This design comes from an exercise in tuning for small area, a short achievable clock period and few clock cycles per item on the open sky130 flow, not from production work. At most, simulation tests tie the RTL to the original design; equivalence was not proved. The RTL of run 1 was laid out without a check of its function. No activity file was given, so power comes from the tool's default toggle rates.

==> flow/run.sh <==
#!/bin/bash
# synth_recipe.tcl (not shown) runs the flow's synth.tcl, then flattens the netlist and writes it again
# the make line also repeats each setting of config.mk as NAME=value (left out here)
make -C /OpenROAD-flow-scripts/flow DESIGN_CONFIG=/design/flow/config.mk WORK_HOME=/design/flow/orfs CLKGATE_MAP_FILE= SYNTH_SCRIPT=/design/flow/synth_recipe.tcl finish
==> flow/config.mk <==
export PLATFORM = sky130hd
export DESIGN_NAME = two_priority_event_queue
export DESIGN_NICKNAME = two_priority_event_queue
export VERILOG_FILES = /design/flow/design.v
export SDC_FILE = /design/flow/constraint.sdc
export NUM_CORES = 4
export LEC_CHECK = 0
export CAP_MARGIN = 20
export CORE_MARGIN = 2
export CORE_UTILIZATION = 60
export CTS_CLUSTER_DIAMETER = 100
export CTS_CLUSTER_SIZE = 28
export SETUP_SLACK_MARGIN = 2.3
export SLEW_MARGIN = 20
export SYNTH_HIERARCHICAL = 1
==> flow/constraint.sdc <==
create_clock -name core_clock -period 4.2 [get_ports {clock}]
set_input_delay 0.8400 -clock core_clock [delete_from_list [all_inputs] [get_ports {clock}]]
set_output_delay 0.8400 -clock core_clock [all_outputs]
set_load 0.01 [all_outputs]
==> flow/design.v <==
`timescale 1ns / 1ps
package tpeq_pkg;
   localparam int DEFAULT_QUEUE_DEPTH = 16;
   localparam int ACTION_W   = 2;
   localparam int HANDLER_W  = 16;
   localparam int ARGUMENT_W = 16;
   localparam int ENTRY_W    = HANDLER_W + ARGUMENT_W;
   localparam int TOTAL_W    = 6;
   localparam int REQ_TDATA_W = 32;
   localparam int REQ_TUSER_W = 3;
   localparam int RSP_TDATA_W = 40;
   localparam int RSP_TUSER_W = 4;
   localparam logic [ACTION_W-1:0] ACT_PUSH = 2'd0;
   localparam logic [ACTION_W-1:0] ACT_POP  = 2'd1;
   localparam logic [ACTION_W-1:0] ACT_PEEK = 2'd2;
   typedef struct packed {
      logic accept;
      logic execute;
   } cmd_type;
   typedef struct packed {
      logic rsp_busy;
   } status_type;
endpackage
`timescale 1ns / 1ps
module two_priority_event_queue #(
   parameter int QUEUE_DEPTH = tpeq_pkg::DEFAULT_QUEUE_DEPTH
) (
   input  logic                             clock,
   input  logic                             reset,
   input  logic                             req_tvalid,
   output logic                             req_tready,
   input  logic [tpeq_pkg::REQ_TDATA_W-1:0] req_tdata,
   input  logic [tpeq_pkg::REQ_TUSER_W-1:0] req_tuser,
   output logic                             rsp_tvalid,
   input  logic                             rsp_tready,
   output logic [tpeq_pkg::RSP_TDATA_W-1:0] rsp_tdata,
   output logic [tpeq_pkg::RSP_TUSER_W-1:0] rsp_tuser
);
   localparam int PTR_W = $clog2(QUEUE_DEPTH);
   localparam int CNT_W = $clog2(QUEUE_DEPTH + 1);
   localparam int ENT_W = tpeq_pkg::ENTRY_W;
   localparam int TOT_W = tpeq_pkg::TOTAL_W;
   logic [ENT_W-1:0] high_mem [QUEUE_DEPTH];
   logic [ENT_W-1:0] low_mem  [QUEUE_DEPTH];
   logic [QUEUE_DEPTH-1:0] high_head_ff, low_head_ff;    
   logic [PTR_W-1:0]       high_tail_ff, low_tail_ff;
   logic [CNT_W-1:0]       high_count_ff, low_count_ff;
   logic                   high_any_ff;                   
   logic                   low_sel_ff;                    
   logic             rsp_tvalid_ff;
   logic [ENT_W-1:0] rsp_entry_ff;
   logic [TOT_W-1:0] total_ff;
   logic [3:0]       rsp_flags_ff;
   logic       accept;
   logic [1:0] action;
   logic       prio;
   logic       is_push, is_pop, is_read;
   logic       high_full, low_full, high_one, low_one;
   logic       push_ok, push_dropped, pop_ok;
   logic       high_push, low_push, high_pop, low_pop;
   logic       high_any_in, low_any_in;
   logic       entry_valid, from_high;
   logic [TOT_W-1:0] total_in;
   logic             all_empty;
   logic [2*QUEUE_DEPTH-1:0] head_sel;
   logic [ENT_W-1:0]         entry_word;
   assign req_tready = !rsp_tvalid_ff || rsp_tready;
   assign accept     = req_tvalid && req_tready;
   assign action  = req_tuser[1:0];
   assign prio    = req_tuser[2];
   assign is_push = (action == tpeq_pkg::ACT_PUSH);
   assign is_pop  = (action == tpeq_pkg::ACT_POP);
   assign is_read = (action == tpeq_pkg::ACT_POP) || (action == tpeq_pkg::ACT_PEEK);
   assign high_full = high_count_ff[CNT_W-1];
   assign low_full  = low_count_ff[CNT_W-1];
   assign high_one  = (high_count_ff == CNT_W'(1));
   assign low_one   = (low_count_ff == CNT_W'(1));
   assign push_dropped = is_push && (prio ? high_full : low_full);
   assign push_ok      = is_push && !(prio ? high_full : low_full);
   assign pop_ok       = is_pop && (high_any_ff || low_sel_ff);
   assign high_push    = accept && push_ok && prio;
   assign low_push     = accept && push_ok && !prio;
   assign high_pop     = accept && is_pop && high_any_ff;
   assign low_pop      = accept && is_pop && low_sel_ff;
   assign high_any_in = high_push || (high_any_ff && !(high_pop && high_one));
   assign low_any_in  = low_push || ((low_count_ff != '0) && !(low_pop && low_one));
   assign head_sel = {low_head_ff & {QUEUE_DEPTH{low_sel_ff}},
                      high_head_ff & {QUEUE_DEPTH{high_any_ff}}};
   for (genvar b = 0; b < ENT_W; b++) begin : g_rd
      logic [2*QUEUE_DEPTH-1:0] column;
      for (genvar i = 0; i < QUEUE_DEPTH; i++) begin : g_col
         assign column[i]               = high_mem[i][b];
         assign column[QUEUE_DEPTH + i] = low_mem[i][b];
      end
      tpeq_read_bit #(.N(2*QUEUE_DEPTH)) u_rd (
         .sel  (head_sel),
         .data (column),
         .en   (is_read),
         .bit_o(entry_word[b])
      );
   end
   assign entry_valid = is_read && (high_any_ff || low_sel_ff);
   assign from_high   = is_read && high_any_ff;
   assign total_in = push_ok ? total_ff + 1'b1 :
                     pop_ok  ? total_ff - 1'b1 : total_ff;
   assign all_empty = !push_ok && (pop_ok ? (total_ff == TOT_W'(1)) : (total_ff == '0));
   always_ff @(posedge clock) begin
      for (int i = 0; i < QUEUE_DEPTH; i++) begin
         if (!high_full && high_tail_ff == PTR_W'(i)) high_mem[i] <= req_tdata;
         if (!low_full && low_tail_ff == PTR_W'(i))   low_mem[i]  <= req_tdata;
      end
   end
   always_ff @(posedge clock) begin
      if (reset) begin
         high_head_ff  <= QUEUE_DEPTH'(1);
         low_head_ff   <= QUEUE_DEPTH'(1);
         high_tail_ff  <= '0;
         low_tail_ff   <= '0;
         high_count_ff <= '0;
         low_count_ff  <= '0;
         high_any_ff   <= 1'b0;
         low_sel_ff    <= 1'b0;
         total_ff      <= '0;
         rsp_tvalid_ff <= 1'b0;
      end else begin
         if (high_push) high_tail_ff <= high_tail_ff + 1'b1;
         if (low_push)  low_tail_ff  <= low_tail_ff + 1'b1;
         if (high_pop)  high_head_ff <= {high_head_ff[QUEUE_DEPTH-2:0], high_head_ff[QUEUE_DEPTH-1]};
         if (low_pop)   low_head_ff  <= {low_head_ff[QUEUE_DEPTH-2:0], low_head_ff[QUEUE_DEPTH-1]};
         if (high_push)     high_count_ff <= high_count_ff + 1'b1;
         else if (high_pop) high_count_ff <= high_count_ff - 1'b1;
         if (low_push)      low_count_ff <= low_count_ff + 1'b1;
         else if (low_pop)  low_count_ff <= low_count_ff - 1'b1;
         high_any_ff <= high_any_in;
         low_sel_ff  <= !high_any_in && low_any_in;
         if (accept) total_ff <= total_in;
         if (accept) rsp_tvalid_ff <= 1'b1;
         else if (rsp_tready) rsp_tvalid_ff <= 1'b0;
      end
   end
   always_ff @(posedge clock) begin
      if (accept) begin
         rsp_entry_ff <= entry_word;
         rsp_flags_ff <= {all_empty, push_dropped, from_high, entry_valid};
      end
   end
   assign rsp_tvalid = rsp_tvalid_ff;
   assign rsp_tdata  = {2'b00, total_ff, rsp_entry_ff};
   assign rsp_tuser  = rsp_flags_ff;
endmodule
module tpeq_read_bit #(
   parameter int N = 32
) (
   input  logic [N-1:0] sel,
   input  logic [N-1:0] data,
   input  logic         en,
   output logic         bit_o
);
   localparam int G3 = N / 3;
   localparam int R  = N - 3 * G3;
   localparam int G  = G3 + ((R != 0) ? 1 : 0);
   logic [G-1:0] none;
   for (genvar g = 0; g < G3; g++) begin : g_aoi
      tpeq_aoi222 u_aoi (
         .a1(sel[3*g]),   .a2(data[3*g]),
         .b1(sel[3*g+1]), .b2(data[3*g+1]),
         .c1(sel[3*g+2]), .c2(data[3*g+2]),
         .y (none[g])
      );
   end
   if (R == 2) begin : g_r2
      tpeq_aoi22 u_aoi (
         .a1(sel[N-2]), .a2(data[N-2]),
         .b1(sel[N-1]), .b2(data[N-1]),
         .y (none[G-1])
      );
   end else if (R == 1) begin : g_r1
      assign none[G-1] = !(sel[N-1] && data[N-1]);
   end
   assign bit_o = en && !(&none);
endmodule
module tpeq_aoi222 (
   input  logic a1, a2, b1, b2, c1, c2,
   output logic y
);
   assign y = !((a1 && a2) || (b1 && b2) || (c1 && c2));
endmodule
module tpeq_aoi22 (
   input  logic a1, a2, b1, b2,
   output logic y
);
   assign y = !((a1 && a2) || (b1 && b2));
endmodule
==> flow_metrics.py, run 1 <==
metrics = {
    "sta": {
        "final_max_slew_viol_count": 0,
        "finalSetupViolCount": 0,
        "worst_pin_slew_ns": 1.14,
        "finalSetupTns_ns": 0,
        "slew_headroom_pct": 24.1,
        "max_freq_mhz": 443,
        "finalCritPeriodShare_pct": 53.7,
        "fin_skew_ns": 0.0393,
        "rsz0062_at_grt": "true",
        "hold_viol": 0,
        "period_needed_ns": 2.26,
        "worst_slack_ns": 1.94,
    },
    "min_path": {
        "min_to": "high_head_ff[2]",
        "hp-start": "high_head_ff[1]",
        "min_path_type": "reg2reg",
        "whs_path_depth": 2,
    },
    "critical_path": {
        "rrSetupSlack_ns": 1.97,
        "cp_cell_sequence": "buf_2",
        "cp_slowest_stage_delay_ns": 0.55,
        "crit_type": "reg2out",
        "r2r_start": "high_any_ff",
        "worst_ep_arrival_time_ns": 1.42,
        "end_kind": "output pin",
        "reg2reg_depth": 6,
        "critPathMaxFanout": 1,
        "startpoint_type": "register",
        "required_ns": 3.36,
        "slowest_stage": "edfxtp_1",
        "reg2reg_to": "rsp_entry_ff[6]",
        "critPathTopFamily": "flip-flops",
        "crit_buf_inv": 1,
    },
    "yosys": {
        "async_flop_share_pct": 0,
        "ys_ff_latch": 1119,
        "yosysWarnings": 9,
        "syn_inst": 1967,
        "ys_seq_area_share_pct": 83.4,
        "synth_area_per_cell_um2": 20.1,
        "syn-cell-area_um2": 39600,
        "synth_edf_count": 1060,
        "synth.distinct_cells": 53,
        "synth_ff_type": "edfxtp_1",
    },
    "route": {
        "wl_per_cell_um": 43.4,
        "wirelength_um": 139000,
        "first_iter_violations": 5974,
        "via_per_inst": 7.71,
        "drc": 0,
        "final_antenna_net_count": 0,
        "first_pass_iters": 7,
        "routed-via-count": 24697,
    },
    "final_layout": {
        "drive_gt1_share_pct": 22.2,
        "final_nets": 2384,
        "fill_cells": 4145,
        "final-instance-count-excl-fill": 3205,
        "areaGrowthSynthToFinish_pct": 14.9,
    },
    "placed_design": {
        "dp.cells": 2934,
        "gp_congestion": 0.811,
        "hpwl_um": 57500,
        "place_ws_ns": 1.15,
        "numPortBuffers": 82,
    },
    "pwr": {
        "peakVddDrop_uv": 304,
        "leakagePower_nw": 14.5,
        "switching_share_pct": 20.0,
        "switchingPower_mw": 3.62,
        "seq_power_share_pct": 68.2,
        "power_frac_clock_pct": 28.8,
        "powerDensity_nw_per_um2": 397,
        "p_int_mw": 14.5,
        "p_comb_share_pct": 3.0,
    },
    "clock_tree": {
        "cts_buffers": 45,
        "cts_root_buf": "clkbuf_16",
        "cts_sinks": 1119,
        "path_clk_slew_ns": 0.11,
        "cts_tree": "built",
        "hold_buffers": 0,
        "clockBufferDepth": 3,
        "htreeDepth": 2,
        "clkLatencyLatePin_ns": 0.66,
    },
    "floorplanning": {
        "chipHeight_um": 261,
        "die_area_um2": 68100,
        "fp-row-count": 94,
        "core_area_um2": 65500,
        "ioPinCount": 85,
        "die_x_um": 261,
        "initial_core_util_pct": 60.4,
    },
    "grt": {
        "grt_pass1_wl_um": 183000,
        "antenna_found_initial": 11,
        "grt_pass1_vias": 22722,
        "overflow": 0,
        "grt_start_max_net_pins": 61,
        "grt_usage_pct": 40.5,
    },
    "status": {
        "outcome": "no timing/DRC/antenna violations",
    },
    "job": {
        "drv_cap": 0,
    },
}
## cell type report
cell class / count / area (um2) / share of cell area (%)
clock buffers: 53 / 1180 / 2.59
flip-flops and latches: 1119 / 33100 / 72.7
clock inverters: 1 / 16.3 / 0.0358
inverters: 15 / 70.1 / 0.154
repair buffers: 275 / 2770 / 6.09
well taps: 864 / 1080 / 2.38
multi-input cells: 869 / 7290 / 16.0
diodes: 9 / 22.5 / 0.0495
## power groups by stage
stage	clock, mW	sequential, mW	combinational (mW)
floorplan	0	12.6	0.130
CTS	5.18	12.3	0.508
global placement	0	12.6	0.410
finish	5.21	12.3	0.536
global route	5.52	12.3	0.556
detailed placement	0	12.6	0.427
## cells in the final DEF, fill, tap and decap left out, types with 5 or more instances in the layout
cell and instances:
ha_1 16, and3_4 9, a222oi_1 320, buf_6 54
dfxtp_4 6, or3_1 5, clkdlybuf4s50_1 22, diode_2 9
buf_2 41, a21oi_1 44, clkbuf_1 6, nand2_1 78
and2_4 110, dfxtp_2 19, inv_1 12, nor3_1 8
dfxtp_1 34, nor2_1 19, buf_12 35, buf_4 110
a22oi_2 32, nand3_1 39, nand4_1 71, xor2_1 7
xnor2_1 6, clkbuf_16 47, o31a_1 32, edfxtp_1 1060
and2_2 5
## cells by family after synthesis
group	Yosys count	share of synthesized area, %
flip-flops	1119	83.4
adder cells (fa/ha/maj)	20	0.632
AND/OR/NAND/NOR	320	4.35
XOR/XNOR	13	0.288
buffers and inverters	42	0.471
other	1	0.00947
multiplexers	4	0.104
AO/OA/AOI/OAI	448	10.8
## worst max-delay path by stage
stage	from	end	slack [ns]	depth (start not counted)
after floorplan	rsp_tready	high_head_ff[0]	1.66	9
after global placement	req_tvalid	low_count_ff[3]	1.17	6
after detailed placement	rsp_tready	high_count_ff[0]	1.15	8
after CTS	low_tail_ff[0]	low_mem[4][14]	1.99	4
after global routing	rsp_entry_ff[19]	rsp_tdata[19]	1.97	1
final	rsp_entry_ff[19]	rsp_tdata[19]	1.94	1
## per-layer routing
layer / vias up / global-route usage (%) / part of all wire (%)
met1: 12425 / 56.2 / 34
met4: 4 / 20.9 / 6.7
met3: 426 / 14.0 / 17
met5: - / 0 / 0.016
met2: 2334 / 57.3 / 42
li1: 9508 / - / -
## metrics by stage
stage          instance area, um2  utilization [%]  hold WS (ns)  total power [mW]
3_3_place_gp                41900             63.9         0.445              13.0
4_1_cts                     44900             68.5         0.477              18.0
6_report                    45500             69.4         0.480              18.1
5_1_grt                     45500             69.4         0.505              18.4
3_5_place_dp                41900             63.9         0.453              13.0
2_1_floorplan               39800                -         0.440              12.7
## repair_timing
item | CTS | global route
resized for setup | 396 | 40
endpoints found under the hold margin | 0 | 0
pin swaps | 201 | 92
gates cloned | 61 | 6
setup endpoints to repair | 805 | 572
buffers inserted | 88 | 52
## modules after synthesis (local to each module, per instance), excerpt
module | copies in the design | flip-flops and latches | area, um2
tpeq_aoi22 | 32 | 0 | 12.5
tpeq_aoi222 | 320 | 0 | 10.0
two_priority_event_queue | 1 | 1119 | 35100
## state kept, by name, summed over array words and instances (netlist names)
register / flops
high_any_ff: 1
high_count_ff: 5
high_head_ff: 16
high_mem: 512
high_tail_ff: 4
low_count_ff: 5
low_head_ff: 16
low_mem: 512
low_sel_ff: 1
low_tail_ff: 4
rsp_entry_ff: 32
rsp_flags_ff: 4
rsp_tvalid_ff: 1
total_ff: 6
## synth_stat cells (12+ instances only)
master	instances	area, um2
nand2_1	79	297
inv_1	14	52.6
ha_1	20	250
and2_1	58	363
nor2_1	20	75.1
dfxtp_1	59	1180
o31a_1	32	280
a222oi_1	320	3200
nand3_1	39	195
edfxtp_1	1060	31800
nor3_1	12	60.1
clkbuf_1	18	67.6
a21oi_1	46	230
nand4_1	71	444
a22oi_2	32	400
==> run 2, diff against run 1 <==
--- a/flow/design.v
+++ b/flow/design.v
@@ -42,7 +42,9 @@
    localparam int TOT_W = tpeq_pkg::TOTAL_W;
    logic [ENT_W-1:0] high_mem [QUEUE_DEPTH];
    logic [ENT_W-1:0] low_mem  [QUEUE_DEPTH];
-   logic [QUEUE_DEPTH-1:0] high_head_ff, low_head_ff;    
+   logic [QUEUE_DEPTH-1:0] high_sel_ff;                   
+   logic [QUEUE_DEPTH-1:0] low_head_ff;                   
+   logic [QUEUE_DEPTH-1:0] low_sel_vec_ff;                
    logic [PTR_W-1:0]       high_tail_ff, low_tail_ff;
    logic [CNT_W-1:0]       high_count_ff, low_count_ff;
    logic                   high_any_ff;                   
@@ -84,8 +86,21 @@
    assign low_pop      = accept && is_pop && low_sel_ff;
    assign high_any_in = high_push || (high_any_ff && !(high_pop && high_one));
    assign low_any_in  = low_push || ((low_count_ff != '0) && !(low_pop && low_one));
-   assign head_sel = {low_head_ff & {QUEUE_DEPTH{low_sel_ff}},
-                      high_head_ff & {QUEUE_DEPTH{high_any_ff}}};
+   assign head_sel = {low_sel_vec_ff, high_sel_ff};
+   logic [QUEUE_DEPTH-1:0] high_sel_in, low_head_in, high_tail_dec;
+   logic                   low_sel_in;
+   always_comb begin
+      for (int i = 0; i < QUEUE_DEPTH; i++) high_tail_dec[i] = (high_tail_ff == PTR_W'(i));
+      if (high_pop)
+         high_sel_in = high_one ? '0 : {high_sel_ff[QUEUE_DEPTH-2:0], high_sel_ff[QUEUE_DEPTH-1]};
+      else if (high_push && !high_any_ff)
+         high_sel_in = high_tail_dec;    
+      else
+         high_sel_in = high_sel_ff;
+   end
+   assign low_head_in = low_pop ? {low_head_ff[QUEUE_DEPTH-2:0], low_head_ff[QUEUE_DEPTH-1]}
+                                : low_head_ff;
+   assign low_sel_in  = !high_any_in && low_any_in;
    for (genvar b = 0; b < ENT_W; b++) begin : g_rd
       logic [2*QUEUE_DEPTH-1:0] column;
       for (genvar i = 0; i < QUEUE_DEPTH; i++) begin : g_col
@@ -112,8 +127,9 @@
    end
    always_ff @(posedge clock) begin
       if (reset) begin
-         high_head_ff  <= QUEUE_DEPTH'(1);
-         low_head_ff   <= QUEUE_DEPTH'(1);
+         high_sel_ff    <= '0;
+         low_head_ff    <= QUEUE_DEPTH'(1);
+         low_sel_vec_ff <= '0;
          high_tail_ff  <= '0;
          low_tail_ff   <= '0;
          high_count_ff <= '0;
@@ -125,14 +141,15 @@
       end else begin
          if (high_push) high_tail_ff <= high_tail_ff + 1'b1;
          if (low_push)  low_tail_ff  <= low_tail_ff + 1'b1;
-         if (high_pop)  high_head_ff <= {high_head_ff[QUEUE_DEPTH-2:0], high_head_ff[QUEUE_DEPTH-1]};
-         if (low_pop)   low_head_ff  <= {low_head_ff[QUEUE_DEPTH-2:0], low_head_ff[QUEUE_DEPTH-1]};
+         high_sel_ff    <= high_sel_in;
+         low_head_ff    <= low_head_in;
+         low_sel_vec_ff <= low_head_in & {QUEUE_DEPTH{low_sel_in}};
          if (high_push)     high_count_ff <= high_count_ff + 1'b1;
          else if (high_pop) high_count_ff <= high_count_ff - 1'b1;
          if (low_push)      low_count_ff <= low_count_ff + 1'b1;
          else if (low_pop)  low_count_ff <= low_count_ff - 1'b1;
          high_any_ff <= high_any_in;
-         low_sel_ff  <= !high_any_in && low_any_in;
+         low_sel_ff  <= low_sel_in;
          if (accept) total_ff <= total_in;
          if (accept) rsp_tvalid_ff <= 1'b1;
          else if (rsp_tready) rsp_tvalid_ff <= 1'b0;
--- a/flow/config.mk
+++ b/flow/config.mk
@@ -10,6 +10,6 @@
 export CORE_UTILIZATION = 60
 export CTS_CLUSTER_DIAMETER = 100
 export CTS_CLUSTER_SIZE = 28
-export SETUP_SLACK_MARGIN = 2.3
+export SETUP_SLACK_MARGIN = 2.2
 export SLEW_MARGIN = 20
 export SYNTH_HIERARCHICAL = 1
==> flow_metrics.py, run 2 <==
metrics = {
    "critical_path": {
        "critPathMaxFanout": 1,
        "reg2reg_to": "low_mem[13][15]",
        "crit_type": "reg2out",
        "cp_num_cells": 1,
        "required_ns": 3.36,
        "worst_ep_arrival_time_ns": 1.36,
        "cp_cell_sequence": "buf_2",
        "crit_path_start": "rsp_entry_ff[0]",
        "reg2reg_depth": 3,
        "rrSetupSlack_ns": 2.03,
        "cp_slowest_stage_delay_ns": 0.53,
        "end_kind": "output pin",
        "r2r_start": "low_tail_ff[2]",
        "crit_buf_inv": 1,
        "cp-endpoint": "rsp_tdata[0]",
        "critPathTopFamily": "flip-flops",
        "slowest_stage": "edfxtp_1",
        "startpoint_type": "register",
    },
    "final_layout": {
        "drive_gt1_share_pct": 16.8,
        "final_nets": 2274,
        "areaGrowthSynthToFinish_pct": 11.5,
        "layout_common_cells": "edfxtp_1 (1060), a222oi_1 (320), nand4_1 (74), buf_4 (66), a21oi_1 (56)",
        "final_common_cell": "edfxtp_1",
        "final-instance-count-excl-fill": 3089,
        "final_core_util_pct": 67.7,
    },
    "sta": {
        "worst_pin_slew_ns": 1.13,
        "finalSetupTns_ns": 0,
        "final_max_slew_viol_count": 0,
        "finalSetupViolCount": 0,
        "finalCritPeriodShare_pct": 52.3,
        "slew_headroom_pct": 24.7,
        "rsz0062_at_grt": "true",
        "holdWs_ns": 0.488,
        "hold_viol": 0,
        "period_needed_ns": 2.20,
        "max_freq_mhz": 455,
        "fin_skew_ns": 0.0263,
    },
    "pwr": {
        "switching_share_pct": 20.4,
        "power_frac_clock_pct": 28.4,
        "seq_power_share_pct": 67.4,
        "p_total_mw": 18.6,
        "p_int_mw": 14.8,
        "leakagePower_nw": 13.9,
        "powerDensity_nw_per_um2": 417,
        "p_comb_share_pct": 4.2,
        "switchingPower_mw": 3.80,
        "peakVddDrop_uv": 468,
    },
    "floorplanning": {
        "die_x_um": 262,
        "fp-row-count": 94,
        "core_area_um2": 65900,
        "chipHeight_um": 262,
        "ioPinCount": 85,
        "initial_core_util_pct": 60.7,
        "die_area_um2": 68800,
    },
    "clock_tree": {
        "cts_tree": "built",
        "cts_buffers": 46,
        "clkLatencyLatePin_ns": 0.65,
        "htreeDepth": 2,
        "cts_sinks": 1135,
        "cts_root_buf": "clkbuf_16",
        "path_clk_slew_ns": 0.11,
        "clockBufferDepth": 3,
        "hold_buffers": 0,
    },
    "yosys": {
        "yosysTopAreaCell": "edfxtp_1",
        "ys_seq_area_share_pct": 83.3,
        "ys_ff_latch": 1135,
        "yosysWarnings": 9,
        "synth_edf_count": 1060,
        "syn_inst": 1989,
        "synth_top_cell_area_share_pct": 79.6,
        "synth.distinct_cells": 55,
        "synth_area_per_cell_um2": 20.1,
        "syn-cell-area_um2": 40000,
        "synth_ff_type": "edfxtp_1",
        "synth_most_common_cell": "edfxtp_1",
        "synth_commonest_cells": "edfxtp_1 (1060), a222oi_1 (320), dfxtp_1 (75)",
        "ys_top_cells_by_area": "edfxtp_1 (80%), a222oi_1 (8.0%), dfxtp_1 (3.8%), nand4_1 (1.2%), a22oi_2 (1.0%)",
        "async_flop_share_pct": 0,
    },
    "status": {
        "outcome": "no timing/DRC/antenna violations",
    },
    "route": {
        "drc": 0,
        "first_iter_violations": 4184,
        "first_pass_iters": 8,
        "wl_per_cell_um": 36.3,
        "wirelength_um": 112000,
        "final_antenna_net_count": 0,
        "via_per_inst": 7.35,
        "routed-via-count": 22691,
    },
    "job": {
        "drv_cap": 0,
    },
    "placed_design": {
        "hpwl_um": 60100,
        "dp.cells": 2979,
        "gp_congestion": 0.789,
        "numPortBuffers": 82,
    },
    "grt": {
        "grt_pass1_wl_um": 158000,
        "antenna_found_initial": 3,
        "grt_start_max_net_pins": 46,
        "grt_pass1_vias": 22488,
        "grt_usage_pct": 32.2,
        "overflow": 0,
    },
    "min_path": {
        "min_path_type": "reg2reg",
    },
}
run 2: cell count changes after synthesis, sizes merged, moves of 4 or more:
cell / previous run / this run
a21oi: 46 / 59
nand4: 71 / 76
nand2: 80 / 47
nor2: 20 / 47
or3: 7 / 1
nor4: 2 / 18
buf: 9 / 14
dfxtp: 59 / 75
nand2b: 0 / 8
clkbuf: 18 / 14
nor2b: 4 / 10
nand3: 39 / 35
and2: 58 / 27
run 2: power groups by stage:
stage          Clock (mW)  Sequential [mW]  Combinational [mW]
2_1_floorplan           0             12.8               0.270
3_5_place_dp            0             12.8               0.755
4_1_cts              5.32             12.5               0.776
5_1_grt              5.68             12.6               0.835
6_report             5.28             12.5               0.790
3_3_place_gp            0             12.8               0.738
run 2: worst min-delay path by stage:
stage                    from  slack (ns)        endpoint  cells past startpoint
5_1_grt        low_head_ff[4]        0.51  low_head_ff[5]                      2
2_1_floorplan  low_head_ff[0]        0.44  low_head_ff[1]                      2
3_5_place_dp   low_head_ff[6]        0.47  low_head_ff[6]                      2
6_report       low_head_ff[6]        0.49  low_head_ff[6]                      2
3_3_place_gp   low_head_ff[4]        0.46  low_head_ff[5]                      2
4_1_cts        low_head_ff[6]        0.49  low_head_ff[6]                      2
run 2: area by class of cell:
cell class / count / area (um2)
fillers: 4291 / 21300
repair inverters: 1 / 7.51
multi-input cells: 817 / 6980
inverters: 15 / 70.1
diodes: 1 / 2.50
flip-flops and latches: 1135 / 33400
clock buffers: 55 / 1230
well taps: 864 / 1080
repair buffers: 199 / 1810
clock inverters: 2 / 20.0
run 2: metrics by stage:
stage / area, um2 / setup WS, ns
2_1_floorplan: 40300 / 1.77
3_3_place_gp: 42700 / 0.910
3_5_place_dp: 42700 / 0.881
4_1_cts: 44400 / 1.99
5_1_grt: 44600 / 2.00
6_report: 44600 / 2.00
run 2: kinds of logic (layout without fill, tap and decap cells):
group	Yosys count	after routing	synth area share, %
compound gates	463	465	10.8
simple gates	311	314	4.35
flops	1135	1135	83.3
buf+inv	43	272	0.497
other cells	1	3	0.00937
fa+ha+maj	20	20	0.626
mux	7	7	0.188
xor+xnor	9	9	0.197
run 2: worst reg2reg max path, delay by kind of cell (launching register included):
| family | cells | cell delay [ns] |
|---|---|---|
| simple gates | 2 | 0.87 |
| buf+inv | 1 | 0.36 |
| flops | 1 | 0.58 |
run 2: Yosys stat by module (local to each module, per instance), a selection:
module,cells,flip-flops and latches,times used,cell area [um2]
tpeq_aoi22,1,0,32,12.5
two_priority_event_queue,1509,1135,1,35600
tpeq_aoi222,1,0,320,10.0
run 2: metal layers:
metal | vias to the layer above | global-route usage [%] | share of wire [%]
li1 | 9309 | - | -
met1 | 11708 | 44.4 | 37
met2 | 1488 | 52.3 | 48
met3 | 186 | 6.19 | 12
met4 | 0 | 10.5 | 3.2
met5 | - | 0 | 0
run 2: what timing repair did:
action / CTS / global route
hold endpoints to repair: 0 / 0
gates cloned: 5 / 1
buffers inserted: 35 / 11
pin swaps: 32 / 22
setup endpoints to repair: 914 / 379
gates resized for setup: 285 / 39
Testbench counts of run 2, summed over its fixed seeds: cycles 24,008, items 24,000.
==> run 3, diff against run 2 <==
--- a/flow/design.v
+++ b/flow/design.v
@@ -45,7 +45,7 @@
    logic [QUEUE_DEPTH-1:0] high_sel_ff;                   
    logic [QUEUE_DEPTH-1:0] low_head_ff;                   
    logic [QUEUE_DEPTH-1:0] low_sel_vec_ff;                
-   logic [PTR_W-1:0]       high_tail_ff, low_tail_ff;
+   logic [QUEUE_DEPTH-1:0] high_wr_ff, low_wr_ff;        
    logic [CNT_W-1:0]       high_count_ff, low_count_ff;
    logic                   high_any_ff;                   
    logic                   low_sel_ff;                    
@@ -57,7 +57,7 @@
    logic [1:0] action;
    logic       prio;
    logic       is_push, is_pop, is_read;
-   logic       high_full, low_full, high_one, low_one;
+   logic       high_full, low_full, high_one, low_one, high_nearly, low_nearly;
    logic       push_ok, push_dropped, pop_ok;
    logic       high_push, low_push, high_pop, low_pop;
    logic       high_any_in, low_any_in;
@@ -76,6 +76,8 @@
    assign high_full = high_count_ff[CNT_W-1];
    assign low_full  = low_count_ff[CNT_W-1];
    assign high_one  = (high_count_ff == CNT_W'(1));
+   assign high_nearly = (high_count_ff == CNT_W'(QUEUE_DEPTH - 1));
+   assign low_nearly  = (low_count_ff == CNT_W'(QUEUE_DEPTH - 1));
    assign low_one   = (low_count_ff == CNT_W'(1));
    assign push_dropped = is_push && (prio ? high_full : low_full);
    assign push_ok      = is_push && !(prio ? high_full : low_full);
@@ -87,16 +89,27 @@
    assign high_any_in = high_push || (high_any_ff && !(high_pop && high_one));
    assign low_any_in  = low_push || ((low_count_ff != '0) && !(low_pop && low_one));
    assign head_sel = {low_sel_vec_ff, high_sel_ff};
-   logic [QUEUE_DEPTH-1:0] high_sel_in, low_head_in, high_tail_dec;
+   logic [QUEUE_DEPTH-1:0] high_sel_in, low_head_in, high_wr_in, low_wr_in;
    logic                   low_sel_in;
    always_comb begin
-      for (int i = 0; i < QUEUE_DEPTH; i++) high_tail_dec[i] = (high_tail_ff == PTR_W'(i));
       if (high_pop)
          high_sel_in = high_one ? '0 : {high_sel_ff[QUEUE_DEPTH-2:0], high_sel_ff[QUEUE_DEPTH-1]};
       else if (high_push && !high_any_ff)
-         high_sel_in = high_tail_dec;    
+         high_sel_in = high_wr_ff;       
       else
          high_sel_in = high_sel_ff;
+      if (high_push)
+         high_wr_in = high_nearly ? '0 : {high_wr_ff[QUEUE_DEPTH-2:0], high_wr_ff[QUEUE_DEPTH-1]};
+      else if (high_pop && high_full)
+         high_wr_in = high_sel_ff;
+      else
+         high_wr_in = high_wr_ff;
+      if (low_push)
+         low_wr_in = low_nearly ? '0 : {low_wr_ff[QUEUE_DEPTH-2:0], low_wr_ff[QUEUE_DEPTH-1]};
+      else if (low_pop && low_full)
+         low_wr_in = low_head_ff;
+      else
+         low_wr_in = low_wr_ff;
    end
    assign low_head_in = low_pop ? {low_head_ff[QUEUE_DEPTH-2:0], low_head_ff[QUEUE_DEPTH-1]}
                                 : low_head_ff;
@@ -121,8 +134,8 @@
    assign all_empty = !push_ok && (pop_ok ? (total_ff == TOT_W'(1)) : (total_ff == '0));
    always_ff @(posedge clock) begin
       for (int i = 0; i < QUEUE_DEPTH; i++) begin
-         if (!high_full && high_tail_ff == PTR_W'(i)) high_mem[i] <= req_tdata;
-         if (!low_full && low_tail_ff == PTR_W'(i))   low_mem[i]  <= req_tdata;
+         if (high_wr_ff[i]) high_mem[i] <= req_tdata;
+         if (low_wr_ff[i])  low_mem[i]  <= req_tdata;
       end
    end
    always_ff @(posedge clock) begin
@@ -130,8 +143,8 @@
          high_sel_ff    <= '0;
          low_head_ff    <= QUEUE_DEPTH'(1);
          low_sel_vec_ff <= '0;
-         high_tail_ff  <= '0;
-         low_tail_ff   <= '0;
+         high_wr_ff    <= QUEUE_DEPTH'(1);
+         low_wr_ff     <= QUEUE_DEPTH'(1);
          high_count_ff <= '0;
          low_count_ff  <= '0;
          high_any_ff   <= 1'b0;
@@ -139,8 +152,8 @@
          total_ff      <= '0;
          rsp_tvalid_ff <= 1'b0;
       end else begin
-         if (high_push) high_tail_ff <= high_tail_ff + 1'b1;
-         if (low_push)  low_tail_ff  <= low_tail_ff + 1'b1;
+         high_wr_ff <= high_wr_in;
+         low_wr_ff  <= low_wr_in;
          high_sel_ff    <= high_sel_in;
          low_head_ff    <= low_head_in;
          low_sel_vec_ff <= low_head_in & {QUEUE_DEPTH{low_sel_in}};
@@ -155,11 +168,15 @@
          else if (rsp_tready) rsp_tvalid_ff <= 1'b0;
       end
    end
+   logic [ENT_W+3:0] rsp_in;
+   tpeq_hold #(.W(ENT_W + 4)) u_rsp_hold (
+      .load (accept),
+      .d    ({all_empty, push_dropped, from_high, entry_valid, entry_word}),
+      .q    ({rsp_flags_ff, rsp_entry_ff}),
+      .d_out(rsp_in)
+   );
    always_ff @(posedge clock) begin
-      if (accept) begin
-         rsp_entry_ff <= entry_word;
-         rsp_flags_ff <= {all_empty, push_dropped, from_high, entry_valid};
-      end
+      {rsp_flags_ff, rsp_entry_ff} <= rsp_in;
    end
    assign rsp_tvalid = rsp_tvalid_ff;
    assign rsp_tdata  = {2'b00, total_ff, rsp_entry_ff};
@@ -208,3 +225,13 @@
 );
    assign y = !((a1 && a2) || (b1 && b2));
 endmodule
+module tpeq_hold #(
+   parameter int W = 1
+) (
+   input  logic         load,
+   input  logic [W-1:0] d,
+   input  logic [W-1:0] q,
+   output logic [W-1:0] d_out
+);
+   assign d_out = load ? d : q;
+endmodule
--- a/flow/config.mk
+++ b/flow/config.mk
@@ -10,6 +10,6 @@
 export CORE_UTILIZATION = 60
 export CTS_CLUSTER_DIAMETER = 100
 export CTS_CLUSTER_SIZE = 28
-export SETUP_SLACK_MARGIN = 2.2
+export SETUP_SLACK_MARGIN = 2.35
 export SLEW_MARGIN = 20
 export SYNTH_HIERARCHICAL = 1
==> flow_metrics.py, run 3 <==
metrics = {
    "status": {
        "outcome": "no timing/DRC/antenna violations",
    },
    "route": {
        "met3_length_um": 14800,
        "drc": 0,
        "topRoutingLayerUsed": "met4",
        "wl_met1_um": 44400,
        "wl_met2_um": 60100,
        "first_iter_violations": 4782,
        "via_per_inst": 7.39,
        "wl_per_cell_um": 37.6,
        "routed-via-count": 24437,
        "final_antenna_net_count": 0,
        "wirelength_um": 124000,
        "first_pass_iters": 7,
    },
    "sta": {
        "slew_headroom_pct": 27.2,
        "finalSetupViolCount": 0,
        "finalSetupTns_ns": 0,
        "finalCritPeriodShare_pct": 49.1,
        "period_needed_ns": 2.06,
        "worst_slack_ns": 2.14,
        "rsz0062_at_grt": "true",
        "holdWs_ns": 0.504,
        "fin_skew_ns": 0.0255,
        "max_freq_mhz": 485,
        "final_max_slew_viol_count": 0,
        "hold_viol": 0,
        "worst_pin_slew_ns": 1.09,
    },
    "pwr": {
        "leakagePower_nw": 14.9,
        "powerDensity_nw_per_um2": 422,
        "peakVddDrop_uv": 338,
    },
    "placed_design": {
        "place_ws_ns": 0.755,
        "detailed_place.area_um2": 43600,
        "gp_congestion": 0.814,
        "numPortBuffers": 82,
        "hpwl_um": 61200,
    },
    "clock_tree": {
        "htreeDepth": 2,
        "cts_buffers": 47,
        "clkLatencyLatePin_ns": 0.64,
        "cts_root_buf": "clkbuf_16",
        "clockBufferDepth": 3,
        "cts_sinks": 1159,
        "path_clk_slew_ns": 0.11,
        "cts_tree": "built",
    },
    "floorplanning": {
        "die_area_um2": 70700,
        "fp-row-count": 96,
        "initial_core_util_pct": 60.3,
        "core_area_um2": 68200,
        "chipHeight_um": 266,
        "die_x_um": 266,
        "ioPinCount": 85,
    },
    "yosys": {
        "synth_ff_type": "edfxtp_1",
        "synth.distinct_cells": 60,
        "ys_seq_area_share_pct": 81.3,
        "synth_area_per_cell_um2": 19.5,
        "syn-cell-area_um2": 41200,
        "synth_most_common_cell": "edfxtp_1",
        "yosysTopAreaCell": "edfxtp_1",
        "syn_inst": 2112,
        "yosysWarnings": 9,
        "synth_top_cell_area_share_pct": 74.7,
        "synth_edf_count": 1024,
        "async_flop_share_pct": 0,
        "ys_ff_latch": 1159,
        "ys_top_cells_by_area": "edfxtp_1 (75%), a222oi_1 (7.8%), dfxtp_1 (6.6%), mux2_4 (1.1%), nand4_1 (1.0%)",
        "synth_commonest_cells": "edfxtp_1 (1024), a222oi_1 (320), dfxtp_1 (135)",
    },
    "grt": {
        "grt_start_max_net_pins": 60,
        "grt_usage_pct": 34.9,
        "grt_pass1_wl_um": 172000,
        "overflow": 0,
        "antenna_found_initial": 6,
        "grt_pass1_vias": 23193,
    },
    "final_layout": {
        "design_area_um2": 47100,
        "drive_gt1_share_pct": 23.2,
        "final_common_cell": "edfxtp_1",
        "fill_cells": 4358,
        "final_nets": 2438,
        "layout_common_cells": "edfxtp_1 (1024), a222oi_1 (320), buf_4 (104), dfxtp_2 (71), nand4_1 (69)",
        "areaGrowthSynthToFinish_pct": 14.5,
    },
    "critical_path": {
        "end_kind": "register",
        "critPathMaxFanout": 5,
        "crit_type": "reg2reg",
        "startpoint_type": "register",
        "required_ns": 4.73,
        "rrSetupSlack_ns": 2.14,
        "worst_ep_arrival_time_ns": 2.59,
    },
    "job": {
        "drv_cap": 0,
    },
    "min_path": {
        "min_path_type": "reg2reg",
    },
}
-- run 3: worst paths after layout --
path | cells past startpoint | start | endpoint
min | 1 | rsp_entry_ff[29] | rsp_entry_ff[29]
min reg2reg | 1 | rsp_entry_ff[29] | rsp_entry_ff[29]
max reg2reg | 5 | high_sel_ff[12] | rsp_entry_ff[29]
max | 5 | high_sel_ff[12] | rsp_entry_ff[29]
-- run 3: cell type report --
cell class,count,area (um2),share of cell area [%]
tap,882,1100,2.34
timing repair buffer,266,3160,6.70
clock buffer,83,1310,2.78
multi-input combinational,897,7770,16.5
inverter,14,77.6,0.165
sequential,1159,33700,71.4
antenna,3,7.51,0.0159
clock inverter,2,28.8,0.0611
-- run 3: repair_timing --
item / 4_1_cts / 5_1_grt
cloned: 13 / 5
endpoints found under the setup margin: 173 / 137
resized for setup: 392 / 23
buffers inserted: 95 / 18
pin swaps: 149 / 58
hold buffers: 0 / 0
-- run 3: power breakdown --
part / leakage, nW / internal, mW / switching [mW]
Sequential: 10.5 / 12.9 / 0.229
Combinational: 3.78 / 0.531 / 0.756
Clock: 0.636 / 2.17 / 3.32
-- run 3: worst max-delay path: stages (launching register included) --
cell and delay, ns:
dfxtp_4 0.44, buf_12 0.19, a222oi_1 0.37, nand4_1 0.29, o31a_1 0.38, mux2_4 0.27
-- run 3: stage by stage --
step                      cells  total power [mW]  utilization, %
after floorplan            2113              13.8               -
after global placement     3087              14.4            63.9
after detailed placement   3087              14.5            63.9
after CTS                  3280              19.9            68.6
after global routing       3305              20.4            69.1
final                      3306              19.9            69.1
-- run 3: metal layers --
metal	GRT usage, %	vias to the layer above
li1	-	9893
met1	47.9	12534
met2	57.3	1746
met3	6.12	264
met4	11.5	0
met5	0	-
-- run 3: cell families after synthesis --
kind of cell	share of synthesized area, %
flip-flops	81.3
AO/OA/AOI/OAI	11.3
AND/OR/NAND/NOR	4.46
buffers and inverters	0.863
multiplexers	1.52
adder cells (fa/ha/maj)	0.426
XOR/XNOR	0.106
other	0.00911
-- run 3: Yosys stat by module (local to each module, per instance), excerpt --
module	copies in the design	cell area (um2)	flops+latches
tpeq_aoi22	32	12.5	0
tpeq_aoi222	320	10.0	0
two_priority_event_queue	1	36100	1159
Testbench counts of run 3, summed over its fixed seeds: cycles 24,008, items 24,000.
==> run 4, diff against run 3 <==
--- a/flow/config.mk
+++ b/flow/config.mk
@@ -10,6 +10,7 @@
 export CORE_UTILIZATION = 60
 export CTS_CLUSTER_DIAMETER = 100
 export CTS_CLUSTER_SIZE = 28
-export SETUP_SLACK_MARGIN = 2.35
+export PLACE_DENSITY = 0.75
+export SETUP_SLACK_MARGIN = 2.2
 export SLEW_MARGIN = 20
 export SYNTH_HIERARCHICAL = 1
==> flow_metrics.py, run 4 <==
metrics = {
    "yosys": {
        "synth.distinct_cells": 60,
        "ys_seq_area_share_pct": 81.3,
        "ys_top_cells_by_area": "edfxtp_1 (75%), a222oi_1 (7.8%), dfxtp_1 (6.6%), mux2_4 (1.1%), nand4_1 (1.0%)",
        "synth_commonest_cells": "edfxtp_1 (1024), a222oi_1 (320), dfxtp_1 (135)",
        "yosysWarnings": 9,
        "yosysTopAreaCell": "edfxtp_1",
        "synth_most_common_cell": "edfxtp_1",
        "synth_ff_type": "edfxtp_1",
        "syn-cell-area_um2": 41200,
        "syn_inst": 2112,
        "synth_top_cell_area_share_pct": 74.7,
        "synth_area_per_cell_um2": 19.5,
        "ys_ff_latch": 1159,
        "async_flop_share_pct": 0,
        "synth_edf_count": 1024,
    },
    "job": {
        "drv_cap": 0,
    },
    "pwr": {
        "seq_power_share_pct": 66.4,
        "p_int_mw": 15.5,
        "p_comb_share_pct": 6.0,
        "powerDensity_nw_per_um2": 422,
        "leakagePower_nw": 14.8,
        "peakVddDrop_uv": 253,
        "switching_share_pct": 21.5,
        "power_frac_clock_pct": 27.5,
        "switchingPower_mw": 4.25,
    },
    "sta": {
        "finalSetupTns_ns": 0,
        "max_freq_mhz": 475,
        "fin_skew_ns": 0.0181,
        "hold_viol": 0,
        "finalSetupViolCount": 0,
        "worst_pin_slew_ns": 1.14,
        "finalCritPeriodShare_pct": 50.1,
        "slew_headroom_pct": 24.1,
        "rsz0062_at_grt": "true",
        "final_max_slew_viol_count": 0,
        "holdWs_ns": 0.490,
        "period_needed_ns": 2.11,
    },
    "grt": {
        "grt_pass1_vias": 23719,
        "overflow": 0,
        "grt_start_max_net_pins": 52,
        "antenna_found_initial": 4,
        "grt_usage_pct": 32.0,
        "grt_pass1_wl_um": 161000,
    },
    "clock_tree": {
        "htreeDepth": 2,
        "clockBufferDepth": 3,
        "cts_sinks": 1159,
        "clkLatencyLatePin_ns": 0.64,
        "cts_root_buf": "clkbuf_16",
        "cts_tree": "built",
        "path_clk_slew_ns": 0.11,
        "hold_buffers": 0,
        "cts_buffers": 47,
    },
    "floorplanning": {
        "fp-row-count": 96,
        "chipHeight_um": 266,
        "die_area_um2": 70700,
        "core_area_um2": 68200,
        "ioPinCount": 85,
        "initial_core_util_pct": 60.3,
        "die_x_um": 266,
    },
    "critical_path": {
        "crit_buf_inv": 1,
        "critPathMaxFanout": 32,
        "required_ns": 4.74,
        "end_kind": "register",
        "startpoint_type": "register",
        "critPathTopFamily": "compound AO/OA/AOI/OAI gates",
        "slowest_stage": "a222oi_1",
        "cp_cell_sequence": "buf_6 > a222oi_1 > nand4_1 > o31a_1 > mux2_4",
        "worst_ep_arrival_time_ns": 2.64,
        "crit_type": "reg2reg",
        "cp_slowest_stage_delay_ns": 0.41,
    },
    "min_path": {
        "min_path_type": "reg2reg",
    },
    "status": {
        "outcome": "no timing/DRC/antenna violations",
    },
    "placed_design": {
        "gp_congestion": 0.788,
        "numPortBuffers": 82,
        "hpwl_um": 57400,
    },
    "route": {
        "wl_met2_um": 55500,
        "met3_length_um": 17000,
        "routed-via-count": 24636,
        "first_pass_iters": 10,
        "final_antenna_net_count": 0,
        "wl_per_cell_um": 35.7,
        "wirelength_um": 118000,
        "via_per_inst": 7.48,
        "wl_met1_um": 39200,
        "topRoutingLayerUsed": "met4",
        "first_iter_violations": 5021,
        "drc": 0,
    },
    "final_layout": {
        "final_common_cell": "edfxtp_1",
        "layout_common_cells": "edfxtp_1 (1024), a222oi_1 (320), buf_4 (92), nand4_1 (69)",
        "final_nets": 2428,
        "drive_gt1_share_pct": 21.9,
        "areaGrowthSynthToFinish_pct": 13.6,
    },
}
[run 4: changes by cell type in the layout (fill, tap and decap cells not counted), sizes merged]
| cell | change |
|---|---|
| o21ai | -1 |
| o21a | +2 |
| bufbuf | -2 |
| clkbuf | +3 |
| clkdlybuf4s50 | +1 |
| clkdlybuf4s15 | +1 |
| dlygate4sd2 | +1 |
| inv | +1 |
| buf | -17 |
[run 4: layout make-up]
type                       count  area [um2]
tap                          882        1100
clock buffer                  81        1300
timing repair buffer         255        2850
inverter                      14        75.1
sequential                  1159       33600
clock inverter                 3        26.3
multi-input combinational    898        7740
fill                        4127       21500
antenna                        3        7.51
[run 4: logic make-up (layout without fill, tap and decap cells)]
kind of cell | count (synthesis) | in the layout | synth area share [%]
flip-flops | 1159 | 1159 | 81.3
AO/OA/AOI/OAI | 494 | 496 | 11.3
AND/OR/NAND/NOR | 333 | 335 | 4.46
buffers and inverters | 60 | 353 | 0.863
multiplexers | 46 | 46 | 1.52
adder cells (fa/ha/maj) | 14 | 14 | 0.426
XOR/XNOR | 5 | 5 | 0.106
other | 1 | 5 | 0.00911
[run 4: power by group through the flow]
stage	Clock, mW	Sequential [mW]	Combinational (mW)
global placement	0	13.4	1.00
global route	5.82	13.1	1.23
CTS	5.44	13.1	1.10
finish	5.44	13.1	1.19
detailed placement	0	13.4	1.03
floorplan	0	13.4	0.400
[run 4: Yosys stat by module (local to each module, per instance), excerpt]
| module | cell area (um2) | times used |
|---|---|---|
| two_priority_event_queue | 36100 | 1 |
| tpeq_aoi22 | 12.5 | 32 |
| tpeq_aoi222 | 10.0 | 320 |
[run 4: metrics by stage]
stage                     worst slack [ns]  power, mW  util (%)  instances  cell area (um2)
final                                 2.09       19.7      68.5       3295            46800
after global routing                  2.10       20.2      68.5       3294            46800
after CTS                             2.04       19.7      67.4       3247            46000
after detailed placement             0.795       14.4      63.8       3092            43600
after global placement               0.946       14.4      63.8       3092            43500
after floorplan                       2.07       13.8         -       2113            41500
[run 4: final timing paths]
path                     start          endpoint  slack [ns]  cells past startpoint
max reg2reg  low_sel_vec_ff[0]  rsp_entry_ff[15]        2.09                      5
min reg2reg    rsp_entry_ff[2]   rsp_entry_ff[2]        0.49                      1
min            rsp_entry_ff[2]   rsp_entry_ff[2]        0.49                      1
max          low_sel_vec_ff[0]  rsp_entry_ff[15]        2.09                      5
[run 4: worst reg2reg max path: cells and delay by family (launching register included)]
family,cells,cell delay (ns)
simple gates,1,0.32
mux,1,0.27
compound gates,2,0.88
flops,1,0.32
buf+inv,1,0.22
[run 4: repair_timing]
| item | in CTS | in global routing |
|---|---|---|
| resized for setup | 320 | 56 |
| setup endpoints to repair | 159 | 105 |
| buffers inserted | 61 | 33 |
| gates cloned | 10 | 11 |
| pin swaps | 74 | 75 |
[run 4: layer usage]
layer	global-route usage [%]	up-vias
met3	6.72	354
met5	0	-
met2	51.5	2173
met1	42.0	12251
li1	-	9858
met4	15.9	0
==> run 5, diff against run 4 <==
--- a/flow/config.mk
+++ b/flow/config.mk
@@ -10,7 +10,6 @@
 export CORE_UTILIZATION = 60
 export CTS_CLUSTER_DIAMETER = 100
 export CTS_CLUSTER_SIZE = 28
-export PLACE_DENSITY = 0.75
 export SETUP_SLACK_MARGIN = 2.2
 export SLEW_MARGIN = 20
 export SYNTH_HIERARCHICAL = 1
==> flow_metrics.py, run 5 <==
metrics = {
    "floorplanning": {
        "die_area_um2": 70700,
        "fp-row-count": 96,
        "die_x_um": 266,
        "ioPinCount": 85,
        "core_area_um2": 68200,
        "initial_core_util_pct": 60.3,
        "chipHeight_um": 266,
    },
    "grt": {
        "grt_pass1_wl_um": 167000,
        "grt_start_max_net_pins": 59,
        "grt_pass1_vias": 22946,
        "antenna_found_initial": 3,
        "overflow": 0,
        "grt_usage_pct": 33.9,
    },
    "yosys": {
        "yosysWarnings": 9,
        "ys_ff_latch": 1159,
        "ys_top_cells_by_area": "edfxtp_1 (75%), a222oi_1 (7.8%), dfxtp_1 (6.6%), mux2_4 (1.1%), nand4_1 (1.0%)",
        "yosysTopAreaCell": "edfxtp_1",
        "synth_edf_count": 1024,
        "synth_top_cell_area_share_pct": 74.7,
        "syn-cell-area_um2": 41200,
        "synth.distinct_cells": 60,
        "ys_seq_area_share_pct": 81.3,
        "synth_area_per_cell_um2": 19.5,
        "synth_ff_type": "edfxtp_1",
        "async_flop_share_pct": 0,
        "synth_commonest_cells": "edfxtp_1 (1024), a222oi_1 (320), dfxtp_1 (135)",
        "synth_most_common_cell": "edfxtp_1",
        "syn_inst": 2112,
    },
    "job": {
        "drv_cap": 0,
    },
    "sta": {
        "slew_headroom_pct": 21.8,
        "finalSetupViolCount": 0,
        "hold_viol": 0,
        "period_needed_ns": 2.03,
        "max_freq_mhz": 493,
        "final_max_slew_viol_count": 0,
        "finalSetupTns_ns": 0,
        "worst_pin_slew_ns": 1.17,
        "holdWs_ns": 0.486,
        "finalCritPeriodShare_pct": 48.3,
        "rsz0062_at_grt": "true",
        "worst_slack_ns": 2.17,
        "fin_skew_ns": 0.0377,
    },
    "pwr": {
        "leakagePower_nw": 14.6,
        "switching_share_pct": 21.8,
        "peakVddDrop_uv": 375,
        "powerDensity_nw_per_um2": 431,
        "p_int_mw": 15.6,
        "power_frac_clock_pct": 28.3,
        "p_total_mw": 20.0,
        "p_comb_share_pct": 5.9,
        "seq_power_share_pct": 65.7,
        "switchingPower_mw": 4.34,
    },
    "route": {
        "routed-via-count": 24013,
        "wl_per_cell_um": 37.1,
        "final_antenna_net_count": 0,
        "drc": 0,
        "wirelength_um": 121000,
        "first_iter_violations": 4566,
        "first_pass_iters": 9,
        "via_per_inst": 7.34,
    },
    "clock_tree": {
        "clkLatencyLatePin_ns": 0.68,
        "htreeDepth": 2,
        "cts_buffers": 47,
        "clockBufferDepth": 3,
        "cts_sinks": 1159,
        "cts_tree": "built",
        "path_clk_slew_ns": 0.11,
        "cts_root_buf": "clkbuf_16",
    },
    "final_layout": {
        "design_area_um2": 46300,
        "layout_common_cells": "edfxtp_1 (1024), a222oi_1 (320), buf_4 (101), dfxtp_2 (75), nand4_1 (69)",
        "n_antenna_cell": 0,
        "final_common_cell": "edfxtp_1",
        "final-instance-count-excl-fill": 3271,
        "areaGrowthSynthToFinish_pct": 12.5,
        "final_core_util_pct": 67.8,
        "seqCellArea_um2": 33700,
        "multi_input_area_um2": 7690,
        "drive_gt1_share_pct": 21.5,
        "fill_cells": 4510,
        "final_nets": 2404,
    },
    "critical_path": {
        "required_ns": 3.36,
        "crit_type": "reg2out",
        "cp_cell_sequence": "buf_6",
        "startpoint_type": "register",
        "end_kind": "output pin",
        "critPathMaxFanout": 2,
        "crit_buf_inv": 1,
        "slowest_stage": "dfxtp_4",
        "critPathTopFamily": "flip-flops",
        "reg2reg_depth": 5,
        "cp_num_cells": 1,
        "worst_ep_arrival_time_ns": 1.19,
        "cp_slowest_stage_delay_ns": 0.41,
    },
    "placed_design": {
        "place_ws_ns": 0.979,
        "hpwl_um": 62600,
        "gp_congestion": 0.783,
        "numPortBuffers": 82,
        "dp.cells": 3098,
        "detailed_place.area_um2": 43600,
    },
    "min_path": {
        "min_path_type": "reg2reg",
        "whs_path_depth": 1,
    },
    "status": {
        "outcome": "no timing/DRC/antenna violations",
    },
}
[run 5: worst paths after layout]
check	to	slack, ns	startpoint
min reg2reg	rsp_entry_ff[0]	0.49	rsp_entry_ff[0]
min	rsp_entry_ff[0]	0.49	rsp_entry_ff[0]
max reg2reg	rsp_entry_ff[14]	2.18	high_sel_ff[6]
max	rsp_tdata[13]	2.17	rsp_entry_ff[13]
[run 5: cells by family after synthesis]
logic type,after synthesis,synth area share (%)
AO/OA/AOI/OAI,494,11.3
XOR/XNOR,5,0.106
other,1,0.00911
AND/OR/NAND/NOR,333,4.46
flip-flops,1159,81.3
adder cells (fa/ha/maj),14,0.426
multiplexers,46,1.52
buffers and inverters,60,0.863
[run 5: power groups by stage]
stage          sequential, mW  combinational, mW  clock (mW)
4_1_cts                  13.1               1.15        5.68
6_report                 13.1               1.19        5.65
2_1_floorplan            13.4              0.400           0
3_5_place_dp             13.4               1.08           0
5_1_grt                  13.1               1.24        6.04
3_3_place_gp             13.4               1.06           0
[run 5: cell type report]
type | count | area share [%]
clock buffers | 82 | 2.87
clock inverters | 5 | 0.157
inverters | 14 | 0.151
multi-input cells | 896 | 16.6
flip-flops and latches | 1159 | 72.7
well taps | 882 | 2.38
repair buffers | 233 | 5.08
[run 5: Yosys stat by module (local to each module, per instance), excerpt]
| module | copies in the design | area [um2] | flops+latches | cells inside |
|---|---|---|---|---|
| tpeq_aoi22 | 32 | 12.5 | 0 | 1 |
| tpeq_aoi222 | 320 | 10.0 | 0 | 1 |
| two_priority_event_queue | 1 | 36100 | 1159 | 1592 |
[run 5: routing by layer]
metal  track usage [%]  routed length [um]
met5                 0                  13
met4              11.9                4560
met3              5.44               13200
met2              56.0               58700
met1              46.3               44800
[run 5: what timing repair did]
action	CTS	global route
buffers inserted	53	23
pin swaps	39	54
gates cloned	4	4
setup endpoints to repair	168	101
gates resized for setup	324	34
hold buffers	0	0
==> run 6, diff against run 5 <==
--- a/flow/config.mk
+++ b/flow/config.mk
@@ -7,7 +7,7 @@
 export LEC_CHECK = 0
 export CAP_MARGIN = 20
 export CORE_MARGIN = 2
-export CORE_UTILIZATION = 60
+export CORE_UTILIZATION = 70
 export CTS_CLUSTER_DIAMETER = 100
 export CTS_CLUSTER_SIZE = 28
 export SETUP_SLACK_MARGIN = 2.2
==> flow_metrics.py, run 6 <==
metrics = {
    "route": {
        "via_per_inst": 7.70,
        "routed-via-count": 24188,
        "wirelength_um": 114000,
        "first_pass_iters": 8,
        "final_antenna_net_count": 0,
        "first_iter_violations": 4766,
        "drc": 0,
        "wl_per_cell_um": 36.3,
    },
    "final_layout": {
        "areaGrowthSynthToFinish_pct": 11.8,
        "drive_gt1_share_pct": 20.7,
        "final_common_cell": "edfxtp_1",
        "layout_common_cells": "edfxtp_1 (1024), a222oi_1 (320), buf_4 (85), nand4_1 (69), dfxtp_2 (68)",
        "design_area_um2": 46000,
        "final_nets": 2390,
    },
    "pwr": {
        "peakVddDrop_uv": 560,
        "leakagePower_nw": 14.5,
        "powerDensity_nw_per_um2": 431,
        "p_total_mw": 19.8,
    },
    "floorplanning": {
        "initial_core_util_pct": 71.1,
        "die_area_um2": 60700,
        "die_x_um": 246,
        "chipHeight_um": 246,
        "core_area_um2": 57900,
        "ioPinCount": 85,
        "fp-row-count": 88,
    },
    "grt": {
        "grt_pass1_vias": 23270,
        "grt_start_max_net_pins": 49,
        "overflow": 0,
        "grt_usage_pct": 37.3,
        "grt_pass1_wl_um": 159000,
        "antenna_found_initial": 5,
    },
    "placed_design": {
        "hpwl_um": 59400,
        "gp_congestion": 0.821,
        "detailed_place.area_um2": 43400,
        "numPortBuffers": 82,
    },
    "clock_tree": {
        "cts_root_buf": "clkbuf_16",
        "htreeDepth": 2,
        "cts_sinks": 1159,
        "cts_tree": "built",
        "cts_buffers": 47,
        "path_clk_slew_ns": 0.10,
        "clkLatencyLatePin_ns": 0.66,
        "clockBufferDepth": 3,
    },
    "sta": {
        "rsz0062_at_grt": "true",
        "max_freq_mhz": 485,
        "fin_skew_ns": 0.0358,
        "hold_viol": 0,
        "finalSetupViolCount": 0,
        "final_max_slew_viol_count": 0,
        "period_needed_ns": 2.06,
        "slew_headroom_pct": 27.4,
        "finalSetupTns_ns": 0,
        "finalCritPeriodShare_pct": 49.1,
        "worst_pin_slew_ns": 1.09,
    },
    "yosys": {
        "ys_seq_area_share_pct": 81.3,
        "synth.distinct_cells": 60,
        "synth_top_cell_area_share_pct": 74.7,
        "synth_edf_count": 1024,
        "synth_ff_type": "edfxtp_1",
        "ys_top_cells_by_area": "edfxtp_1 (75%), a222oi_1 (7.8%), dfxtp_1 (6.6%), mux2_4 (1.1%), nand4_1 (1.0%)",
        "syn-cell-area_um2": 41200,
        "async_flop_share_pct": 0,
        "yosysWarnings": 9,
        "synth_commonest_cells": "edfxtp_1 (1024), a222oi_1 (320), dfxtp_1 (135)",
        "ys_ff_latch": 1159,
        "synth_area_per_cell_um2": 19.5,
        "syn_inst": 2112,
        "synth_most_common_cell": "edfxtp_1",
        "yosysTopAreaCell": "edfxtp_1",
    },
    "critical_path": {
        "worst_ep_arrival_time_ns": 2.61,
        "startpoint_type": "register",
        "end_kind": "register",
        "critPathMaxFanout": 12,
        "rrSetupSlack_ns": 2.14,
        "crit_type": "reg2reg",
        "required_ns": 4.75,
    },
    "job": {
        "drv_cap": 0,
    },
    "min_path": {
        "min_path_type": "reg2reg",
    },
    "status": {
        "outcome": "no timing/DRC/antenna violations",
    },
}
[run 6: what timing repair did]
action | in CTS | in global routing
setup endpoints to repair | 159 | 110
pin swaps | 24 | 75
gates resized for setup | 316 | 37
hold buffers | 0 | 0
buffers inserted | 48 | 21
gates cloned | 6 | 1
[run 6: cells by family after synthesis]
kind of cell,after synthesis,share of synthesized area [%]
flops,1159,81.3
compound gates,494,11.3
simple gates,333,4.46
buf+inv,60,0.863
mux,46,1.52
fa+ha+maj,14,0.426
xor+xnor,5,0.106
other cells,1,0.00911
[run 6: final timing paths]
kind	startpoint	to	cells past startpoint
max	low_sel_vec_ff[5]	rsp_entry_ff[1]	5
min	rsp_entry_ff[29]	rsp_entry_ff[29]	1
max reg2reg	low_sel_vec_ff[5]	rsp_entry_ff[1]	5
min reg2reg	rsp_entry_ff[29]	rsp_entry_ff[29]	1
[run 6: critical path, stage by stage (launching register included)]
cell      delay (ns)
dfxtp_4         0.38
buf_4           0.20
a222oi_1        0.40
nand4_1         0.29
o31a_1          0.40
mux2_2          0.29
[run 6: area by class of cell]
| type | instances | area [um2] |
|---|---|---|
| Multi-Input combinational cell | 897 | 7720 |
| Tap cell | 765 | 957 |
| Sequential cell | 1159 | 33600 |
| Clock buffer | 85 | 1360 |
| Antenna cell | 4 | 10.0 |
| Fill cell | 3022 | 11900 |
| Clock inverter | 1 | 20.0 |
| Timing Repair Buffer | 218 | 2220 |
| Inverter | 14 | 77.6 |
[run 6: layer usage]
| metal | global-route usage [%] | wire length, um | vias to the layer above |
|---|---|---|---|
| met5 | 0.327 | 8 | - |
| met4 | 17.5 | 5910 | 2 |
| met3 | 6.24 | 15600 | 365 |
| met2 | 60.0 | 54100 | 2036 |
| met1 | 50.8 | 38500 | 12011 |
| li1 | - | - | 9774 |
[run 6: stage by stage]
step	std cells	hold slack (ns)	setup WS (ns)	util (%)
2_1_floorplan	2113	0.456	2.07	-
3_3_place_gp	2975	0.472	0.928	74.9
3_5_place_dp	2975	0.473	0.810	75.0
4_1_cts	3115	0.490	2.05	78.7
5_1_grt	3141	0.504	2.13	79.4
6_report	3143	0.492	2.14	79.4
[run 6: report_power, final]
group          internal [mW]  total [mW]  switching (mW)
registers               12.9        13.1           0.240
clock network           2.24        5.53            3.29
logic                  0.445        1.16           0.712
[run 6: Yosys stat by module (local to each module, per instance), excerpt]
module	cells inside	area [um2]	copies in the design	flops+latches
two_priority_event_queue	1592	36100	1	1159
tpeq_aoi22	1	12.5	32	0
tpeq_aoi222	1	10.0	320	0
==> run 7, diff against run 6 <==
--- a/flow/config.mk
+++ b/flow/config.mk
@@ -5,11 +5,11 @@
 export SDC_FILE = /design/flow/constraint.sdc
 export NUM_CORES = 4
 export LEC_CHECK = 0
-export CAP_MARGIN = 20
+export CAP_MARGIN = 0
 export CORE_MARGIN = 2
-export CORE_UTILIZATION = 70
+export CORE_UTILIZATION = 60
 export CTS_CLUSTER_DIAMETER = 100
 export CTS_CLUSTER_SIZE = 28
 export SETUP_SLACK_MARGIN = 2.2
-export SLEW_MARGIN = 20
+export SLEW_MARGIN = 0
 export SYNTH_HIERARCHICAL = 1
==> flow_metrics.py, run 7 <==
metrics = {
    "route": {
        "drc": 0,
        "wl_per_cell_um": 37.0,
        "first_iter_violations": 4590,
        "wirelength_um": 121000,
        "final_antenna_net_count": 0,
        "first_pass_iters": 8,
        "routed-via-count": 23958,
    },
    "critical_path": {
        "crit_type": "reg2out",
        "startpoint_type": "register",
        "critPathMaxFanout": 2,
        "worst_ep_arrival_time_ns": 1.18,
        "required_ns": 3.36,
    },
    "placed_design": {
        "numPortBuffers": 82,
    },
    "yosys": {
        "ys_seq_area_share_pct": 81.3,
        "synth_area_per_cell_um2": 19.5,
        "ys_ff_latch": 1159,
        "yosysWarnings": 9,
        "synth_commonest_cells": "edfxtp_1 (1024), a222oi_1 (320), dfxtp_1 (135)",
        "syn-cell-area_um2": 41200,
        "synth_top_cell_area_share_pct": 74.7,
        "async_flop_share_pct": 0,
        "ys_top_cells_by_area": "edfxtp_1 (75%), a222oi_1 (7.8%), dfxtp_1 (6.6%), mux2_4 (1.1%), nand4_1 (1.0%)",
        "synth_most_common_cell": "edfxtp_1",
        "synth.distinct_cells": 60,
    },
    "sta": {
        "max_freq_mhz": 494,
        "hold_viol": 0,
        "holdWs_ns": 0.485,
        "slew_headroom_pct": 22.7,
        "period_needed_ns": 2.02,
    },
    "pwr": {
        "power_frac_clock_pct": 28.3,
        "switchingPower_mw": 4.34,
        "powerDensity_nw_per_um2": 432,
    },
    "clock_tree": {
        "hold_buffers": 0,
        "htreeDepth": 2,
        "path_clk_slew_ns": 0.11,
        "cts_buffers": 47,
        "cts_tree": "built",
    },
    "grt": {
        "antenna_found_initial": 1,
        "grt_start_max_net_pins": 59,
    },
    "final_layout": {
        "design_area_um2": 46200,
        "final-instance-count-excl-fill": 3267,
        "final_common_cell": "edfxtp_1",
        "final_nets": 2399,
        "fill_cells": 4513,
    },
    "floorplanning": {
        "core_area_um2": 68200,
        "chipHeight_um": 266,
        "fp-row-count": 96,
    },
    "min_path": {
        "min_path_type": "reg2reg",
    },
    "status": {
        "outcome": "no timing/DRC/antenna violations",
    },
}
-- run 7: cell counts after synthesis --
No cell type changed its count.
-- run 7: final cells by class --
cell class                 count  area share [%]
antenna                        1         0.00541
clock buffer                  82            2.87
clock inverter                 5           0.157
inverter                      14           0.152
multi-input combinational    896            16.7
sequential                  1159            72.8
tap                          882            2.39
timing repair buffer         228            4.91
-- run 7: final timing paths --
| check | start | to | slack [ns] | depth (start not counted) |
|---|---|---|---|---|
| setup / recovery | rsp_tvalid_ff | req_tready | 2.18 | 2 |
| hold / removal | rsp_entry_ff[3] | rsp_entry_ff[3] | 0.48 | 1 |
| hold reg to reg | rsp_entry_ff[3] | rsp_entry_ff[3] | 0.48 | 1 |
| setup reg to reg | high_sel_ff[12] | rsp_entry_ff[0] | 2.18 | 5 |
-- run 7: per-module statistics from Yosys, one instance, submodules excluded, a selection --
module / flip-flops and latches / cell area [um2]
tpeq_aoi22: 0 / 12.5
two_priority_event_queue: 1159 / 36100
tpeq_aoi222: 0 / 10.0
-- run 7: power groups by stage --
stage | clock [mW] | sequential, mW | combinational [mW]
2_1_floorplan | 0 | 13.4 | 0.400
3_3_place_gp | 0 | 13.4 | 1.06
3_5_place_dp | 0 | 13.4 | 1.08
4_1_cts | 5.68 | 13.1 | 1.15
5_1_grt | 6.05 | 13.1 | 1.24
6_report | 5.65 | 13.1 | 1.18
-- run 7: logic make-up after synthesis --
group	share of synthesized area, %
simple gates	4.46
xor+xnor	0.106
other cells	0.00911
compound gates	11.3
fa+ha+maj	0.426
flops	81.3
buf+inv	0.863
mux	1.52
-- run 7: metrics by stage --
stage	total power, mW	setup slack [ns]
after floorplan	13.8	2.07
after global routing	20.4	2.13
after global placement	14.4	1.02
after detailed placement	14.5	0.979
after CTS	19.9	2.04
final	20.0	2.18
-- run 7: per-layer routing --
layer,vias up,GRT usage [%],part of all wire [%]
met1,12434,46.3,37
met3,241,5.44,10
met5,-,0,0
met4,0,11.9,3.7
li1,9791,-,-
met2,1492,56.0,49
-- run 7: worst max-delay path: cells and delay by family (launching register included) --
| family | cells | cell delay [ns] |
|---|---|---|
| flops | 1 | 0.36 |
| buf+inv | 1 | 0.12 |
| simple gates | 1 | 0.06 |
-- run 7: what timing repair did --
action,in CTS,in global routing
pin swaps,39,46
gates resized for setup,324,39
gates cloned,4,3
setup endpoints to repair,168,105
buffers inserted,53,21

Re-timed with assumed drivers on the ports (clkbuf_16 on the clock, buf_2 on other inputs), run 7 has 2.105 ns of setup slack against 2.176 ns with ideal ports, and 1.551 ns once port delays also move by the mid clock arrival of 0.726 ns.
